Background: an optimization exercise with open tools, aiming at small area, a short achievable clock period and few clock cycles per item. Do not read the settings as production practice.
The RTL was checked by simulation tests, not by an equivalence proof against the original design.
Power and IR drop assume default switching activity.

Setup of job 101:
Design seq_alu, start of the top module:
module seq_alu (
  input  logic        clk,
  input  logic        clear_n,
  input  logic        start,
  input  logic [5:0]  op,
  input  logic [31:0] A,
  input  logic [31:0] B,
  output logic        busy,
  output logic        done,
  output logic [31:0] result_lo,
  output logic [31:0] result_hi,
  output logic        carry_out,
  output logic        div_zero,
  output logic        illegal_op
);
For scale: roughly 5000 cells after synthesis, roughly 200 flip-flops, roughly 140 I/O pins.
==> flow/config.mk <==
export PLATFORM = sky130hd
export DESIGN_NAME = seq_alu
export DESIGN_NICKNAME = seq_alu
export VERILOG_FILES = /design/flow/design.v
export SDC_FILE = /design/flow/constraint.sdc
export NUM_CORES = 4
export LEC_CHECK = 0
export ABC_AREA = 1
export CAP_MARGIN = 20
export CORE_MARGIN = 2
export CORE_UTILIZATION = 40
export SETUP_SLACK_MARGIN = 4.5
export SLEW_MARGIN = 20
==> flow/constraint.sdc <==
create_clock -name core_clock -period 8.0 [get_ports {clk}]
set_input_delay 1.6000 -clock core_clock [delete_from_list [all_inputs] [get_ports {clk}]]
set_output_delay 1.6000 -clock core_clock [all_outputs]
set_load 0.01 [all_outputs]
standard.sh (not shown) runs the stock make flow with config.mk's settings and CLKGATE_MAP_FILE= SYNTH_SCRIPT=/design/flow/synth_recipe.tcl, a recipe that flattens the netlist after the stock synthesis.
==> flow/flow/run.sh <==
#!/bin/bash
# The standard layout (standard.sh: ORFS from synthesis to finish) with one change: the
# buffers that ORFS puts on every input and output port are sky130_fd_sc_hd__buf_1 instead of
# the delay cell that buffer_ports picks by default. Everything else is the standard flow.
set -euo pipefail
export BUFFER_PORTS_ARGS="-buffer_cell sky130_fd_sc_hd__buf_1"
bash standard.sh > standard.log 2>&1
Having completed the whole flow, job 101 delivered a layout that passed the timing, DRC and antenna checks.
Testbench counts of job 101, summed over its fixed seeds: cycles 21,956, ops 8,000.
Edits applied to the flow inputs when going from job 101 to job 102:
==> flow/flow/run.sh <==
#!/bin/bash
# The standard layout (standard.sh: ORFS from synthesis to finish) with one change: the
# buffers that ORFS puts on every input and output port are sky130_fd_sc_hd__buf_2 instead of
# the delay cell that buffer_ports picks by default. Everything else is the standard flow.
set -euo pipefail
export BUFFER_PORTS_ARGS="-buffer_cell sky130_fd_sc_hd__buf_2"
bash standard.sh > standard.log 2>&1
~same power spent charging and discharging nets in job 101 and job 102
The final instance area on job 102 is in line with that on job 101.
Summary of job 102 over job 101: portion of the layout cell area used by clock cells shows a reduction of 0.26 points, sequential share of layout area held, worst-case setup margin in the final layout -0.065 ns, final weighted congestion of routability-driven global placement lower.
Going from job 101 to job 102, the layout clock buffer count was found to have gone down by 3.
On number of search-and-repair iterations in the first detailed-routing pass: between job 101 and job 102, it ends up higher for job 101.
On end-of-flow core utilization, job 101 tracks job 102 almost exactly.
Changes in job 103 relative to job 102:
Settings: CORE_UTILIZATION: 40 -> 46.
Findings:
Job 103: done, clean on timing, DRC and antenna. From job 102 to job 103 the numbers moved as follows: simple-gate share of the synthesized area ~0 delta, number of antenna-violating nets in the routed design comparable, post-synthesis to final-layout area growth shows an increase of 0.64 points, hold slack went up 0.019 ns. Run comparison: job 102 library cell contributing the largest single delay on the critical path ha_2; job 103 library cell contributing the largest single delay on the critical path dfxtp_4. Diff job 102 -> job 103: sequential share of cell area closely matched the old numbers; final core utilization increased by 7.1 points relative to the old numbers; quantity of gates resized following cts decreased by 67 relative to the old numbers.

========
== run 3 ==
seq_alu, a different RTL version from the one above (not shown whole).
Size in the first run: roughly 5,100 cells after synthesis, ~200 flip-flops, about 32,000 µm² of cells after synthesis.
Settings: LEC_CHECK=0, ABC_AREA=1, CAP_MARGIN=20, CORE_MARGIN=2, CORE_UTILIZATION=40, SETUP_SLACK_MARGIN=4.0, SLEW_MARGIN=20; clock period 8.0 ns.
run.sh (not shown) runs the stock make flow with config.mk's settings and CLKGATE_MAP_FILE= SYNTH_SCRIPT=/design/flow/synth_recipe.tcl, a recipe that flattens the netlist after the stock synthesis.
Stock flow here: none of the scripts above is used.
Run 3 | status: complete | timing, DRC, antenna: pass
Testbench counts of run 3, summed over its fixed seeds: cycles 21,956, ops 8,000.
Setup changes, run 3 to run 1
Settings: SETUP_SLACK_MARGIN: 4.0 -> 4.5.
==> notes.md <==
- Summary: with run 3 as the reference, non-clock buffer instance count of the final layout in run 1 moved up by more than half.
- Going from run 3 to run 1, placed cell area went up about 0.55%, time the final worst path needs with I/O delays and setup went down 0.53 ns.
- Run 1 ended up with lo_q[10] as its capturing element of the worst setup path; run 3 ended up with hi_q[14].
- The final area of run 1 is higher than that of run 3.

[what the ideal ports hide]
How much do the figures lean on ideal ports? The routed layouts below were timed once more, with nothing changed but the port constraints. Step 1: set_driving_cell puts a clkbuf_16 on clk and a buf_2 on each other input, an assumption about the parent block. Step 2 moves the port delays by t, midway between the first and last clock arrival at a register: inputs arrive t later, outputs are due t later. That takes back most of the time a late clock gives input paths. Three values: ideal ports, drivers, drivers and shift; two values: the first two.
run | t (ns) | setup WS [ns] | clock arrival spread, ns | worst data-port slew with drivers (ns)
job 101 | 0.663 | 4.483 / 4.483 / 4.011 | 0.022 / 0.022 | 0.07
job 102 | 0.667 | 4.418 / 4.418 / 3.872 | 0.036 / 0.037 | 0.08
job 103 | 0.675 | 4.408 / 4.408 / 4.013 | 0.022 / 0.022 | 0.05
run 3 | 0.705 | 3.873 / 3.873 / 3.495 | 0.056 / 0.056 | 0.06
run 1 | 0.698 | 4.401 / 4.387 / 4.000 | 0.023 / 0.023 | 0.07
After both steps setup and hold are still met in every run listed. The setup slack of job 102, which loses most, moves by 0.000 ns with the drivers and by -0.546 ns with both steps.
